Background: an optimization exercise with open tools, aiming at small area and a short achievable clock period. Do not read the settings as production practice. At most, simulation tests tie the RTL to the original design; equivalence was not proved. For run 2, only the layout was checked, not whether the RTL still works. Power and IR drop assume default switching activity.

==> flow/design.v <==
package cpu_pkg;
   localparam int REG_ADDR_W = 5;
   localparam int DATA_W     = 32;
   localparam int NUM_REGS   = 2 ** REG_ADDR_W;
   typedef logic [REG_ADDR_W-1:0] reg_addr_t;
   typedef logic [DATA_W-1:0]     reg_data_t;
   localparam reg_addr_t REG_ZERO = 5'd0;
   localparam reg_addr_t REG_AT = 5'd1;
   localparam reg_addr_t REG_V0 = 5'd2;
   localparam reg_addr_t REG_GP = 5'd28;
   localparam reg_addr_t REG_SP = 5'd29;
   localparam reg_addr_t REG_FP = 5'd30;
   localparam reg_addr_t REG_RA = 5'd31;
endpackage
module register_file #(
   parameter int DATA_WIDTH   = cpu_pkg::DATA_W,
   parameter int ADDR_WIDTH   = cpu_pkg::REG_ADDR_W,
   parameter bit WRITE_BYPASS = 1'b1
) (
   input  logic                  clock,
   input  logic                  reset_n,
   input  logic                  we,
   input  logic [ADDR_WIDTH-1:0] rs,
   input  logic [ADDR_WIDTH-1:0] rt,
   input  logic [ADDR_WIDTH-1:0] rd,
   input  logic [DATA_WIDTH-1:0] input_data,
   output logic [DATA_WIDTH-1:0] output_data_A,
   output logic [DATA_WIDTH-1:0] output_data_B
);
   localparam int DEPTH = 2 ** ADDR_WIDTH;
   logic [DEPTH-1:0][DATA_WIDTH-1:0] regs;
   logic                  write_hit;
   assign write_hit = reset_n && we && (rd != '0);
   always_ff @(posedge clock) begin
      if (!reset_n) begin
         for (int i = 0; i < DEPTH; i++) begin
            regs[i] <= '0;
         end
      end else if (write_hit) begin
         regs[rd] <= input_data;
      end
   end
   function automatic logic [DATA_WIDTH-1:0] read_port(
      input logic [ADDR_WIDTH-1:0] addr,
      input logic                  hit,
      input logic [ADDR_WIDTH-1:0] waddr,
      input logic [DATA_WIDTH-1:0] wdata,
      input logic [DATA_WIDTH-1:0] stored
   );
      if (addr == '0) begin
         read_port = {DATA_WIDTH{1'b0}};
      end else if (WRITE_BYPASS && hit && (addr == waddr)) begin
         read_port = wdata;
      end else begin
         read_port = stored;
      end
   endfunction
   always_comb begin
      output_data_A = read_port(rs, write_hit, rd, input_data, regs[rs]);
   end
   always_comb begin
      output_data_B = read_port(rt, write_hit, rd, input_data, regs[rt]);
   end
endmodule
==> flow/run.sh <==
#!/bin/bash
# synth_recipe.tcl (not shown) runs the flow's synth.tcl, then flattens the netlist and writes it again
# the make line also repeats each setting of config.mk as NAME=value (left out here)
make -C /OpenROAD-flow-scripts/flow DESIGN_CONFIG=/design/flow/config.mk WORK_HOME=/design/flow/orfs CLKGATE_MAP_FILE= SYNTH_SCRIPT=/design/flow/synth_recipe.tcl finish
==> flow/config.mk <==
export PLATFORM = sky130hd
export DESIGN_NAME = register_file
export DESIGN_NICKNAME = register_file
export VERILOG_FILES = /design/flow/design.v
export SDC_FILE = /design/flow/constraint.sdc
export NUM_CORES = 4
export LEC_CHECK = 0
export CAP_MARGIN = 20
export CORE_MARGIN = 2
export CORE_UTILIZATION = 40
export SLEW_MARGIN = 20
==> flow/constraint.sdc <==
create_clock -name core_clock -period 7.0 [get_ports {clock}]
set_input_delay 1.4000 -clock core_clock [delete_from_list [all_inputs] [get_ports {clock}]]
set_output_delay 1.4000 -clock core_clock [all_outputs]
set_load 0.01 [all_outputs]
==> results of run 1 <==
-- cell type report --
class | instances | area share
clock inverters | 35 | 0.007553
flip-flops and latches | 1024 | 0.3274
diodes | 9 | 0.0003596
clock buffers | 165 | 0.05295
well taps | 1876 | 0.03748
multi-input cells | 3922 | 0.5261
repair buffers | 314 | 0.04799
inverters | 4 | 0.0002398
-- routing by layer --
layer  vias to the layer above  share of wire  wire length [µm]
li1                      19550              -                 -
met4                         0          0.055             12200
met3                       602           0.10             23350
met1                     23120           0.40             89490
met2                      2923           0.44             98800
met5                         -              0                 0
-- Yosys cell counts, types with 89 or more instances --
master / n
mux2_2: 128
clkbuf_1: 405
a22oi_1: 89
buf_2: 145
mux2i_1: 701
o22ai_1: 141
mux4_2: 379
a21boi_1: 105
nor2b_1: 519
dfxtp_1: 1024
a21boi_0: 374
nand2_1: 912
-- worst min-delay path: stages (launching register included) --
cell      delay, ps
dfxtp_1         310
nand2_1          50
a21boi_1         50
-- worst max-delay path by stage --
stage / cells after the start / endpoint
after global placement: 11 / output_data_B[8]
after CTS: 12 / output_data_B[23]
final: 13 / output_data_B[3]
after floorplan: 14 / output_data_B[10]
after global routing: 13 / output_data_B[3]
after detailed placement: 12 / output_data_B[28]
-- report_power, final --
group	leakage [nW]	switching [mW]	internal [mW]
Sequential	8.25	0.0193	5.85
Combinational	9.51	0.854	0.458
Clock	1.85	2.62	3.60
Total	19.6	3.49	9.91
-- logic make-up (layout without fill, tap and decap cells) --
kind of cell / Yosys count / after routing / synth area share
xor gates and xnor gates: 15 / 15 / 0.002350
and+or+nand+nor: 1719 / 1719 / 0.1507
other: 0 / 9 / 0
buffers and inverters: 634 / 518 / 0.04998
muxes: 1208 / 1208 / 0.3040
AOI/OAI and AO/OA: 978 / 978 / 0.1259
adders and majority gates: 2 / 2 / 0.0004475
DFF: 1024 / 1024 / 0.3667
-- through the flow --
stage,instance area (µm²),hold slack [ps],std cells
global route,62600,480.1,7340
CTS,62570,465.1,7339
detailed placement,58780,457.1,7139
finish,62620,462.5,7349
floorplan,55900,437.1,5580
global placement,58780,447.1,7139
==> run summary, run 1 <==
| Item | Reported | Unit |
| --- | --- | --- |
| Run status | finished clean | - |
| Critical path class | in -> out | - |
| Root Buffer | clkbuf_16 | - |
| GR Util met2 | 0.4597 | - |
| Critical Path End Type | output pin | - |
| Actual transition at the worst max-transition pin | 1296 | ps |
| Period utilization | 0.9603 | - |
| CTS tree | yes | - |
| Core area | 139200 | µm² |
| Fraction of post-synthesis cell area in the top cell type by area | 0.3667 | - |
| Met1 capacity usage during global routing | 0.4119 | - |
| Overall power of the completed layout | 13.40 | mW |
| Die area | 142800 | µm² |
| Reg2reg path depth | 2 | - |
| Layer with the highest usage after global routing | met2 | - |
| Most flop-heavy register | regs | - |
| Placement Setup Slack | 444.0 | ps |
| Average wire per standard cell | 30.46 | µm |
| Data arrival, critical path | 5320 | ps |
| Height of the chip | 377.8 | µm |
| First-pass GRT wire length | 316200 | µm |
| Post-synthesis to final-layout area growth | 12.01 | % |
| Maximum number of pins on one net before global-route repair | 253 | - |
| IO Port Bufs | 113 | - |
| Most area-consuming cells after synthesis | dfxtp_1, mux4_2, mux2i_1, nand2_1, nor2b_1 | - |
| End of the worst hold path | regs[236] | - |
| Clock transition at the register clock pins on the worst setup and hold paths after CTS | 60 | ps |
| Initial standard-cell utilization of the core | 0.4016 | - |
| Final routed DRC violation total | 0 | - |
| Maximum fanout along the worst path | 31 | - |
| Commonest non-fill, non-tap cell in the layout | dfxtp_1 | - |
| Mean instance size in the synthesized netlist | 10.02 | µm² |
| Initial DRC count | 6294 | - |
| Post-cts sizing count | 0 | - |
| Clock Skews | 0 | ps |
| Total vias in the final route | 46200 | - |
| Count of final max-slew check failures | 0 | - |
| Final min period | 6722 | ps |
| Share of flip-flops with an asynchronous set or reset after synthesis | 0 | - |
| Critical path startpoint | rd[1] | - |
| Antenna-violating nets left | 0 | - |
| Required time of the critical path | 5600 | ps |
| Ys Warns | 1 | - |
| Post-CTS Repair Setup Buffers | 0 | - |
| Critical path launch point type | primary input | - |
| Most used DFF post-synth | dfxtp_1 | - |
| Detailed-routing iteration count for the pre-antenna-repair pass | 7 | - |
| Max rail drop VDD | 203.7 | µV |
| Max Cap Viol | 0 | - |
| Max Root-Sink Buffers | 3 | - |
| Final weighted congestion in routability-driven placement | 0.8872 | - |
| Highest-count cells in the layout ignoring fill and taps | dfxtp_1, nand2_1, mux2i_1, nor2b_1, mux4_2 | - |
| Footprint of the multi-input gates | 32940 | µm² |
| Clock sink total | 1024 | - |
| Combined global-route utilization of all metal layers | 0.3059 | - |
| Final HPWL from detailed placement | 128600 | µm |
| Synth Instances | 5580 | - |
| Number of buffers inserted by hold repair at cts | 0 | - |
| Max incr delay on CP | 650 | ps |
| Setup slack of the most critical reg-to-reg path | 6240 | ps |
| Synthesized flop and latch total | 1024 | - |
| Finished Core Util | 0.4499 | - |
| Total negative slack | 0 | ps |
| Insertion delay to the later sink of the worst-skew pair | 730 | ps |
| Met3 Use GR | 0.06260 | - |
| Final-report hold violation count | 0 | - |
| Ordered cell list for the critical path | clkdlybuf4s50_1 -> inv_1 -> ha_1 -> nor3b_1 -> ha_1 -> and3b_1 -> nand2_2 -> buf_4 -> o31a_2 -> buf_12 -> nand3_1 -> a21oi_1 -> clkdlybuf4s50_1 | - |
| DR vias/cell | 6.286 | - |
| Hold path startpoint | regs[236] | - |
| Reg-to-Reg End | regs[882] | - |
| Worst min-delay path class | reg -> reg | - |
| Reg2reg start | regs[882] | - |
| Synthesized net count | 5632 | - |
| Fraction of final layout cells with drive strength greater than 1 | 0.1823 | - |
| Final number of setup-violating endpoints | 0 | - |
| Top Ports | 114 | - |
| Max reg flops | 1024 | - |
| Synth Cell Area | 55900 | µm² |
| Post-synth EDFFs | 0 | - |
| Cell class contributing the biggest share of worst-path delay | buffers and inverters | - |
| Biggest registers after layout | regs (1024) | - |
| Proportion of synthesized chip area in sequential cells | 0.3667 | - |
| Final wirelength | 223900 | µm |
| Cell accounting for the most synthesized area | dfxtp_1 | - |
| Highest clock frequency the design can meet | 148.8 | MHz |
| Depth of the worst hold-timing path | 2 | - |
| P_leak | 19.60 | nW |
| CP bufs+invs | 5 | - |
| Worst slew slack as a fraction of its limit | 0.1363 | - |
| Nets@finish | 5430 | - |
| Synth cell types | 62 | - |
| Antenna violations before repair | 5 | - |
| # fillers | 13200 | - |
| CTS Buf Count | 112 | - |
| Standard-cell row count | 137 | - |
| Grt total ovfl | 0 | - |
| Flip-flop and latch area | 20500 | µm² |
| Max H-tree Level | 3 | - |
| Via count of the first global-routing pass | 43120 | - |
| Power density over the cells | 213.9 | nW/µm² |
| Die Span X | 377.8 | µm |
| Slowest cell on the critical path | clkdlybuf4s50_1 | - |
| Post-route worst setup slack | 278.1 | ps |
| Setup repair after global routing missed its margin | false | - |
==> run 2: changes to the inputs <==
==> flow/design.v (replaced) <==
package cpu_pkg;
   localparam int REG_ADDR_W = 5;
   localparam int DATA_W     = 32;
   localparam int NUM_REGS   = 2 ** REG_ADDR_W;
   typedef logic [REG_ADDR_W-1:0] reg_addr_t;
   typedef logic [DATA_W-1:0]     reg_data_t;
   localparam reg_addr_t REG_ZERO = 5'd0;
   localparam reg_addr_t REG_AT = 5'd1;
   localparam reg_addr_t REG_V0 = 5'd2;
   localparam reg_addr_t REG_GP = 5'd28;
   localparam reg_addr_t REG_SP = 5'd29;
   localparam reg_addr_t REG_FP = 5'd30;
   localparam reg_addr_t REG_RA = 5'd31;
endpackage
module register_file #(
   parameter int DATA_WIDTH   = cpu_pkg::DATA_W,
   parameter int ADDR_WIDTH   = cpu_pkg::REG_ADDR_W,
   parameter bit WRITE_BYPASS = 1'b1
) (
   input  logic                  clock,
   input  logic                  reset_n,
   input  logic                  we,
   input  logic [ADDR_WIDTH-1:0] rs,
   input  logic [ADDR_WIDTH-1:0] rt,
   input  logic [ADDR_WIDTH-1:0] rd,
   input  logic [DATA_WIDTH-1:0] input_data,
   output logic [DATA_WIDTH-1:0] output_data_A,
   output logic [DATA_WIDTH-1:0] output_data_B
);
   localparam int DEPTH = 2 ** ADDR_WIDTH;    
   logic [DATA_WIDTH-1:0]            wdata;
   logic [DEPTH-1:1]                 hit;     
   logic [DEPTH-1:1]                 load;    
   logic [DEPTH-1:0]                 sel_a, sel_b;
   logic [DATA_WIDTH-1:0][DEPTH-1:0] col;     
   assign wdata = input_data & {DATA_WIDTH{reset_n}};
   always_comb begin
      for (int i = 1; i < DEPTH; i++) begin
         hit[i]   = reset_n && we && (rd == ADDR_WIDTH'(i));
         load[i]  = !reset_n || hit[i];
         sel_a[i] = (rs == ADDR_WIDTH'(i)) && !(WRITE_BYPASS && hit[i]);
         sel_b[i] = (rt == ADDR_WIDTH'(i)) && !(WRITE_BYPASS && hit[i]);
      end
      sel_a[0] = WRITE_BYPASS && reset_n && we && (rd != '0) && (rs == rd);
      sel_b[0] = WRITE_BYPASS && reset_n && we && (rd != '0) && (rt == rd);
   end
   genvar i, b;
   for (b = 0; b < DATA_WIDTH; b = b + 1) begin : g_bit
      assign col[b][0] = input_data[b];
      for (i = 1; i < DEPTH; i = i + 1) begin : g_reg
         always_ff @(posedge clock) begin
            if (load[i]) col[b][i] <= wdata[b];
         end
      end
      rf_read_bit u_a (.sel(sel_a), .ent_bit(col[b]), .out(output_data_A[b]));
      rf_read_bit u_b (.sel(sel_b), .ent_bit(col[b]), .out(output_data_B[b]));
   end
endmodule
module rf_read_bit (
   input  logic [31:0] sel,
   input  logic [31:0] ent_bit,
   output logic        out
);
   logic [10:0] g;    
   logic [2:0]  h;    
   genvar k;
   for (k = 0; k < 10; k = k + 1) begin : g_aoi
      rf_aoi3 u_aoi (.s(sel[3*k+2:3*k]), .d(ent_bit[3*k+2:3*k]), .y(g[k]));
   end
   assign g[10] = !((sel[30] & ent_bit[30]) | (sel[31] & ent_bit[31]));
   assign h[0]  = !(g[0] & g[1] & g[2] & g[3]);
   assign h[1]  = !(g[4] & g[5] & g[6] & g[7]);
   assign h[2]  = !(g[8] & g[9] & g[10]);
   assign out   = h[0] | h[1] | h[2];
endmodule
module rf_aoi3 (
   input  logic [2:0] s,
   input  logic [2:0] d,
   output logic       y
);
   assign y = !(|(s & d));
endmodule
--- a/flow/config.mk
+++ b/flow/config.mk
@@ -7,5 +7,8 @@
 export LEC_CHECK = 0
 export CAP_MARGIN = 20
 export CORE_MARGIN = 2
-export CORE_UTILIZATION = 40
+export CORE_UTILIZATION = 55
+export SETUP_SLACK_MARGIN = 2.5
 export SLEW_MARGIN = 20
+export SYNTH_HIERARCHICAL = 1
+export SYNTH_MINIMUM_KEEP_SIZE = 0
==> run 2 against run 1 <==
Cell area decreased by 18%. First-iteration DRC count is 44% higher. Die area is 47% lower. Synthesized cell count fell by 61%. Flip-flop and latch count is 32 lower. Critical path type unchanged. Largest power group is now registers.
==> run summary, run 2 <==
| Item | Reported | Unit | Change |
| --- | --- | --- | --- |
| Initial DRC count | 9080 | - | +44% |
| Critical path launch point type | primary input | - |  |
| Fraction of final layout cells with drive strength greater than 1 | 0.2977 | - | +0.1154 |
| Met3 Use GR | 0.1148 | - | +0.05221 |
| Synthesized net count | 2249 | - | -60% |
| Simple-gate share of the synthesized area | 0.07517 | - | -0.07552 |
| Critical path class | in -> out | - |  |
| Power share of the combinational group | 0.098 | - | about the same |
| Cell accounting for the most synthesized area | edfxtp_1 | - |  |
| Sequential fraction of design power | 0.525 | - | +0.087 |
| Grt total ovfl | 0 | - | unchanged |
| Cell with the most instances after synthesis | edfxtp_1 | - |  |
| First-pass GRT wire length | 219700 | µm | -31% |
| Run status | finished clean | - |  |
| Maximum number of pins on one net before global-route repair | 47 | - | -81% |
| Root Buffer | clkbuf_16 | - |  |
| Proportion of synthesized chip area in sequential cells | 0.7429 | - | +0.3762 |
| Share of flip-flops with an asynchronous set or reset after synthesis | 0 | - | unchanged |
| Mean instance size in the synthesized netlist | 18.24 | µm² | +82% |
| Critical Path End Type | output pin | - |  |
| Nets@finish | 2825 | - | -48% |
| Critical path startpoint | rd[1] | - |  |
| Proportion of synthesized area in mux cells | 0 | - | -0.3040 |
| Top Ports | 114 | - | unchanged |
| Synth cell types | 37 | - | -40% |
| Average wire per standard cell | 42.76 | µm | +40% |
| Most used DFF post-synth | edfxtp_1 | - |  |
| Setup repair after global routing missed its margin | true | - |  |
| Max reg flops | 992 | - | -3.1% |
| Die area | 75080 | µm² | -47% |
| Initial standard-cell utilization of the core | 0.5524 | - | +0.1508 |
| Power density over the cells | 271.6 | nW/µm² | +27% |
| Clock transition at the register clock pins on the worst setup and hold paths after CTS | 60 | ps | about the same |
| Total negative slack | 0 | ps | unchanged |
| Layer with the highest usage after global routing | met2 | - |  |
| Worst hold slack after final layout | 1483 | ps | +1021 ps |
| Adder-Cell Fraction of Synth Area | 0 | - | -0.0004476 |
| Worst slew slack as a fraction of its limit | 0.1980 | - | +0.06169 |
| Clock Power Share | 0.377 | - | -0.087 |
| Biggest registers after layout | col (992) | - |  |
| Combined global-route utilization of all metal layers | 0.4198 | - | +0.1140 |
| CTS Buf Count | 99 | - | -12% |
| Ys Warns | 38 | - | +37 |
| GR Util met2 | 0.6132 | - | +0.1535 |
| Area fraction in compound gates after synthesis | 0.1754 | - | +0.04952 |
| Core area | 72590 | µm² | -48% |
| Height of the chip | 274.0 | µm | -27% |
| Internal power | 10.61 | mW | +7.1% |
| Switching Fraction | 0.2430 | - | -0.01745 |
| Detailed-routing iteration count for the pre-antenna-repair pass | 14 | - | +7 |
| Max rail drop VDD | 228.1 | µV | +12% |
| Highest-count cells in the layout ignoring fill and taps | edfxtp_1, a222oi_1, buf_4, buf_6, nand4_1 | - |  |
| Fraction of post-synthesis cell area in the top cell type by area | 0.7429 | - | +0.3762 |
| Actual transition at the worst max-transition pin | 1203 | ps | -92.54 ps |
| Commonest non-fill, non-tap cell in the layout | edfxtp_1 | - |  |
| Final routed DRC violation total | 0 | - | unchanged |
| Final min period | 5599 | ps | -1123 ps |
| Final-report hold violation count | 0 | - | unchanged |
| Most flop-heavy register | col | - |  |
| Worst min-delay path class | in -> reg | - |  |
| P_leak | 17.56 | nW | -10% |
| Met1 capacity usage during global routing | 0.5703 | - | +0.1585 |
| Synth Cell Area | 40100 | µm² | -28% |
| Synthesized flop and latch total | 992 | - | -3.1% |
| Depth of the worst hold-timing path | 2 | - | unchanged |
| Most area-consuming cells after synthesis | edfxtp_1, a222oi_1, nand4_1, or4_4, a22o_1 | - |  |
| Final weighted congestion in routability-driven placement | 1.001 | - | +13% |
| Antenna-violating nets left | 0 | - | unchanged |
| DR vias/cell | 8.277 | - | +32% |
| Max Cap Viol | 0 | - | unchanged |
| Synth Area in XOR/XNOR | 0.002184 | - | -0.0001658 |
| Final number of setup-violating endpoints | 0 | - | unchanged |
| Count of final max-slew check failures | 0 | - | unchanged |
| Max H-tree Level | 3 | - | unchanged |
| Final wirelength | 163400 | µm | -27% |
| IO Port Bufs | 113 | - | unchanged |
| Net switching component of the power | 3.407 | mW | -2.3% |
| Post-synth EDFFs | 992 | - | +992 |
| Post-synthesis to final-layout area growth | 28.77 | % |  |
| Required time of the critical path | 5600 | ps | about the same |
| Synth Instances | 2199 | - | -61% |
| Critical path destination | output_data_B[5] | - |  |
| Maximum fanout along the worst path | 7 | - | -77% |
| Data arrival, critical path | 4200 | ps | -1120 ps |
| Die Span X | 274.0 | µm | -27% |
| Standard-cell row count | 99 | - | -28% |
| Period utilization | 0.7999 | - | -0.1604 |
| Clock sink total | 992 | - | -3.1% |
| CTS tree | yes | - |  |
| Max Root-Sink Buffers | 3 | - | unchanged |
| Antenna violations before repair | 10 | - | +5 |
| Via count of the first global-routing pass | 29460 | - | -32% |
| Highest clock frequency the design can meet | 178.6 | MHz | +20% |
| Final HPWL from detailed placement | 84660 | µm | -34% |
| Combinational family with the most area after synthesis | compound AO/OA/AOI/OAI gates | - |  |
| Hold path startpoint | reset_n | - |  |
| Post-synth top cells | edfxtp_1, a222oi_1, nand4_1, nand2_1, nor3_1 | - |  |
| Total vias in the final route | 31620 | - | -32% |
run 2: cell count changes in the layout (fill, tap and decap cells not counted), moves of 128 or more:
cell      change
nand2_1     -841
nor2b_1     -514
mux2i_1     -700
a21boi_0    -374
edfxtp_1    +992
o22ai_1     -141
mux4_2      -379
mux2_2      -128
buf_6       +140
dfxtp_1    -1024
a222oi_1    +640
run 2: what timing repair did:
item,CTS,global route
gates resized for setup,548,70
endpoints found under the setup margin,64,64
buffers inserted,184,42
pin swaps,318,240
hold buffers,0,0
cloned,31,10
run 2: per-layer routing:
| metal | share of wire | vias to the layer above |
|---|---|---|
| met5 | 0.00029 | - |
| met1 | 0.33 | 15510 |
| met2 | 0.43 | 3479 |
| met3 | 0.18 | 518 |
| li1 | - | 12110 |
| met4 | 0.067 | 6 |
run 2: logic make-up (layout without fill, tap and decap cells):
| kind of cell | after synthesis | in the layout |
|---|---|---|
| AOI/OAI and AO/OA | 713 | 713 |
| xor gates and xnor gates | 10 | 10 |
| buffers and inverters | 29 | 682 |
| DFF | 992 | 992 |
| other | 0 | 6 |
| and+or+nand+nor | 455 | 458 |
run 2: layout make-up:
class                      instances  area (µm²)
multi-input combinational       1181       11450
fill                            4563       20950
tap                              959        1200
antenna                            6       15.01
timing repair buffer             501        5977
clock inverter                    65       640.6
clock buffer                     116        2562
sequential                       992       29790
run 2: critical path, cell delays in order:
cell and delay (ps):
buf_12 120, nand3b_4 210, buf_6 170, nor3_4 220, buf_6 140, nor3_4 80
buf_12 180, buf_12 140, buf_4 150, a222oi_1 310, nand4_1 300, or4_4 600
buf_6 150
run 2: per-module statistics from Yosys (local to each module, per instance):
module         flops+latches  times used
rf_aoi3                    0         640
rf_read_bit                0          64
register_file            992           1
run 2: how the worst min path moves through the flow:
stage / endpoint / slack [ps]
after floorplan: output_data_A[10] / 1950
after CTS: col[848] / 1450
after global placement: col[368] / 2190
final: col[848] / 1480
after detailed placement: col[368] / 2190
after global routing: col[848] / 1470
run 2: stage by stage:
| step | worst slack (ps) | cell area [µm²] | cells | util | total power, mW |
|---|---|---|---|---|---|
| floorplan | 2206 | 40930 | 2199 | - | 7.957 |
| global placement | 235.4 | 44420 | 3364 | 0.6120 | 8.595 |
| detailed placement | 220.2 | 44420 | 3364 | 0.6120 | 8.646 |
| CTS | 1462 | 50810 | 3760 | 0.6999 | 13.90 |
| global route | 1431 | 51620 | 3814 | 0.7111 | 14.31 |
| finish | 1401 | 51630 | 3820 | 0.7113 | 14.02 |
run 2: power by group through the flow:
| stage | Clock, mW | Combinational, mW | Sequential, mW |
|---|---|---|---|
| 2_1_floorplan | 0 | 0.566 | 7.39 |
| 3_3_place_gp | 0 | 1.17 | 7.42 |
| 3_5_place_dp | 0 | 1.18 | 7.46 |
| 4_1_cts | 5.27 | 1.29 | 7.34 |
| 5_1_grt | 5.51 | 1.39 | 7.40 |
| 6_report | 5.28 | 1.38 | 7.36 |
==> run 3: changes to the inputs <==
--- a/flow/design.v
+++ b/flow/design.v
@@ -65,7 +65,8 @@
    logic [2:0]  h;    
    genvar k;
    for (k = 0; k < 10; k = k + 1) begin : g_aoi
-      rf_aoi3 u_aoi (.s(sel[3*k+2:3*k]), .d(ent_bit[3*k+2:3*k]), .y(g[k]));
+      assign g[k] = !((sel[3*k] & ent_bit[3*k]) | (sel[3*k+1] & ent_bit[3*k+1]) |
+                      (sel[3*k+2] & ent_bit[3*k+2]));
    end
    assign g[10] = !((sel[30] & ent_bit[30]) | (sel[31] & ent_bit[31]));
    assign h[0]  = !(g[0] & g[1] & g[2] & g[3]);
@@ -73,10 +74,3 @@
    assign h[2]  = !(g[8] & g[9] & g[10]);
    assign out   = h[0] | h[1] | h[2];
 endmodule
-module rf_aoi3 (
-   input  logic [2:0] s,
-   input  logic [2:0] d,
-   output logic       y
-);
-   assign y = !(|(s & d));
-endmodule
--- a/flow/config.mk
+++ b/flow/config.mk
@@ -8,7 +8,6 @@
 export CAP_MARGIN = 20
 export CORE_MARGIN = 2
 export CORE_UTILIZATION = 55
-export SETUP_SLACK_MARGIN = 2.5
 export SLEW_MARGIN = 20
 export SYNTH_HIERARCHICAL = 1
 export SYNTH_MINIMUM_KEEP_SIZE = 0
==> run 3 against run 2 <==
Sequential share of layout area increased by 3.0 points. Wire length rose by 2.7%. Largest cell class unchanged. Flip-flop and latch count unchanged.
==> run summary, run 3 <==
| Item | Reported | Unit | Change |
| --- | --- | --- | --- |
| Die area | 77600 | µm² | +3.3% |
| Slowest cell on the critical path | clkdlybuf4s50_1 | - |  |
| Final weighted congestion in routability-driven placement | 1.007 | - | +0.58% |
| Met3 Use GR | 0.1553 | - | +0.04050 |
| Internal power | 10.66 | mW | +0.45% |
| Worst min-delay path class | in -> reg | - |  |
| Max incr delay on CP | 840 | ps | +240 ps |
| Cell class contributing the biggest share of worst-path delay | simple AND/OR/NAND/NOR gates | - |  |
| Run status | finished clean | - |  |
| Clock transition at the register clock pins on the worst setup and hold paths after CTS | 70 | ps | about the same |
| Post-cts sizing count | 0 | - | -100% |
| CP bufs+invs | 3 | - | -4 |
| Average wire per standard cell | 42.12 | µm | -1.5% |
| Actual transition at the worst max-transition pin | 1204 | ps | +1.414 ps |
| Most area-consuming cells after synthesis | edfxtp_1, a22oi_1, nand4_1, a22oi_2, or4_1 | - |  |
| Initial standard-cell utilization of the core | 0.5560 | - | +0.003554 |
| Final cell count without fillers | 3984 | - | +4.3% |
| Number of buffers inserted by hold repair at cts | 0 | - | unchanged |
| Switching Fraction | 0.2421 | - | -0.0008366 |
| First-pass GRT wire length | 230400 | µm | +4.9% |
| Final routed DRC violation total | 0 | - | unchanged |
| Highest-count cells in the layout ignoring fill and taps | edfxtp_1, a22oi_1, nand4_1, buf_4, clkdlybuf4s50_1 | - |  |
| Critical path class | in -> out | - |  |
| Core area | 74570 | µm² | +2.7% |
| Area fraction in compound gates after synthesis | 0.1947 | - | +0.01935 |
| IO Port Bufs | 113 | - | unchanged |
| CTS tree | yes | - |  |
| Synth Instances | 2583 | - | +17% |
| Most flop-heavy register | col | - |  |
| Layer with the highest usage after global routing | met2 | - |  |
| Max rail drop VDD | 279.7 | µV | +23% |
| Cell count after placement | 3786 | - | +13% |
| Final min period | 6733 | ps | +1134 ps |
| CTS Buf Count | 101 | - | +2.0% |
| Data arrival, critical path | 5330 | ps | +1130 ps |
| Synth cell types | 37 | - | unchanged |
| Maximum number of pins on one net before global-route repair | 36 | - | -23% |
| Share of flip-flops with an asynchronous set or reset after synthesis | 0 | - | unchanged |
| Sequential fraction of design power | 0.524 | - | about the same |
| Adder-Cell Fraction of Synth Area | 0 | - | unchanged |
| Detailed-routing iteration count for the pre-antenna-repair pass | 6 | - | -8 |
| Height of the chip | 278.6 | µm | +1.7% |
| Ys Warns | 38 | - | unchanged |
| Cell with the most instances after synthesis | edfxtp_1 | - |  |
| Power density over the cells | 286.7 | nW/µm² | +5.6% |
| Net switching component of the power | 3.407 | mW | about the same |
| Commonest non-fill, non-tap cell in the layout | edfxtp_1 | - |  |
| Max Root-Sink Buffers | 3 | - | unchanged |
| Highest clock frequency the design can meet | 148.5 | MHz | -17% |
| Mean instance size in the synthesized netlist | 16.05 | µm² | -12% |
| Cell accounting for the most synthesized area | edfxtp_1 | - |  |
| Power share of the combinational group | 0.083 | - | -0.015 |
| Synthesized net count | 2633 | - | +17% |
| Clock sink total | 992 | - | unchanged |
| Combined global-route utilization of all metal layers | 0.4262 | - | +0.006355 |
| Max H-tree Level | 3 | - | unchanged |
| Post-synthesis to final-layout area growth | 18.35 | % |  |
| Top Ports | 114 | - | unchanged |
| Synth Area in XOR/XNOR | 0.002112 | - | -0.00007171 |
| Post-CTS Repair Setup Buffers | 0 | - | -100% |
| Ordered cell list for the critical path | clkdlybuf4s50_1 -> nand4_4 -> nor3_2 -> nor3_2 -> buf_12 -> a22oi_1 -> nand4_1 -> or4_1 -> clkdlybuf4s50_1 | - |  |
| Max reg flops | 992 | - | unchanged |
| Die Span X | 278.6 | µm | +1.7% |
| Via count of the first global-routing pass | 31090 | - | +5.5% |
| Antenna violations before repair | 12 | - | +2 |
| Max Cap Viol | 0 | - | unchanged |
| Combinational family with the most area after synthesis | compound AO/OA/AOI/OAI gates | - |  |
| Post-synth EDFFs | 992 | - | unchanged |
| Final wirelength | 167800 | µm | +2.7% |
| Period utilization | 0.9619 | - | +0.1620 |
| Fraction of final layout cells with drive strength greater than 1 | 0.1658 | - | -0.1319 |
| Synth Cell Area | 41460 | µm² | +3.4% |
| Total vias in the final route | 32080 | - | +1.5% |
| GR Util met2 | 0.6201 | - | +0.006957 |
| Post-synth top cells | edfxtp_1, a22oi_1, nand4_1, nor3_1 | - |  |
| Root Buffer | clkbuf_16 | - |  |
| Antenna-violating nets left | 0 | - | unchanged |
| Most used DFF post-synth | edfxtp_1 | - |  |
| Count of final max-slew check failures | 0 | - | unchanged |
| Final HPWL from detailed placement | 98120 | µm | +16% |
| Met1 capacity usage during global routing | 0.5543 | - | -0.01602 |
| DR vias/cell | 8.052 | - | -2.7% |
| Synthesized flop and latch total | 992 | - | unchanged |
| Maximum fanout along the worst path | 28 | - | +21 |
| Setup repair after global routing missed its margin | false | - |  |
| Initial DRC count | 6034 | - | -34% |
| Nets@finish | 2971 | - | +5.2% |
| Critical Path End Type | output pin | - |  |
| Fraction of post-synthesis cell area in the top cell type by area | 0.7185 | - | -0.02439 |
| Critical path launch point type | primary input | - |  |
| Clock Power Share | 0.393 | - | +0.016 |
| Proportion of synthesized chip area in sequential cells | 0.7185 | - | -0.02439 |
| P_leak | 15.33 | nW | -13% |
| Worst slew slack as a fraction of its limit | 0.1927 | - | -0.005318 |
| Grt total ovfl | 0 | - | unchanged |
| Final number of setup-violating endpoints | 0 | - | unchanged |
| Simple-gate share of the synthesized area | 0.08042 | - | +0.005258 |
| Final-report hold violation count | 0 | - | unchanged |
| Standard-cell row count | 100 | - | +1.0% |
| Total negative slack | 0 | ps | unchanged |
| Biggest registers after layout | col (992) | - |  |
| Proportion of synthesized area in mux cells | 0 | - | unchanged |
| Required time of the critical path | 5600 | ps | about the same |
## run 3: changes by cell type after synthesis, sizes merged
cell and delta:
a22oi +1024, a22o -64, a222oi -640, nand2 -64, nand4 +128
## run 3: per-module statistics from Yosys (local to each module, per instance)
module         flops+latches  area [µm²]  times used
register_file            992       31370           1
rf_read_bit                0       157.7          64
## run 3: layout make-up
cell class	count	area, µm²
sequential	992	29790
fill	5220	25500
multi-input combinational	1562	12030
clock buffer	119	2638
timing repair buffer	264	2633
tap	969	1212
clock inverter	73	758.2
antenna	5	12.51
## run 3: layer usage
layer | vias up | wire [µm]
met2 | 3053 | 72380
met4 | 6 | 10800
met3 | 722 | 27170
met5 | - | 34
met1 | 15920 | 57410
li1 | 12380 | -
## run 3: power by group through the flow
stage / clock [mW] / combinational, mW / sequential [mW]
after floorplan: 0 / 0.473 / 7.41
after global routing: 5.76 / 1.19 / 7.42
after detailed placement: 0 / 1.12 / 7.48
after global placement: 0 / 1.11 / 7.45
after CTS: 5.52 / 1.13 / 7.36
final: 5.52 / 1.17 / 7.37
## run 3: metrics by stage
step | utilization | total power [mW] | setup slack (ps) | area (µm²) | hold WS, ps
detailed placement | 0.6116 | 8.605 | 410.2 | 45610 | 2226
CTS | 0.6572 | 14.01 | 409.9 | 49010 | 1523
global placement | 0.6113 | 8.559 | 423.5 | 45580 | 2239
finish | 0.6580 | 14.07 | 266.7 | 49070 | 1539
floorplan | - | 7.885 | 18.93 | 41470 | 1958
global route | 0.6579 | 14.36 | 162.5 | 49060 | 1526
## run 3: cells by family after synthesis
group	Yosys count
buf+inv	29
simple gates	519
flops	992
xor+xnor	10
compound gates	1033
## run 3: path summary, 6_finish.rpt
path	end	cells after the start	slack (ps)	from
max	output_data_B[19]	9	270	we
min	col[700]	2	1540	reset_n

-- re-timing with driven ports --
No port has a modelled driver above. Below, the same layouts with a new extraction and two added sets of constraints. Step 1 assumes that a clkbuf_16 drives the clock port and a buf_2 every other input. Step 2 adds t to the input delays and takes it off the output delays; t is the mean of the earliest and latest rising clock arrival at the registers after step 1. Input paths then give back, and output paths get back, about the clock's delay inside the block. a / b / c = ideal ports / drivers / drivers and shift; a / b = the first two.
| run | t, ns | setup slack, ns | slew at the worst register clock pin (ns) | worst data-port slew with drivers (ns) | cell pins on the clock port's net |
|---|---|---|---|---|---|
| run 1 | 0.799 | 0.278 / 0.249 / 0.249 | 0.07 / 0.07 | 0.11 | 1 |
| run 2 | 0.722 | 1.401 / 1.294 / 1.294 | 0.07 / 0.07 | 0.15 | 1 |
| run 3 | 0.728 | 0.267 / 0.233 / 0.233 | 0.07 / 0.07 | 0.08 | 1 |
After both steps setup and hold are still met in every run listed. For run 2, which loses most, drivers alone change the setup slack by -0.107 ns; drivers and shift together by -0.107 ns.
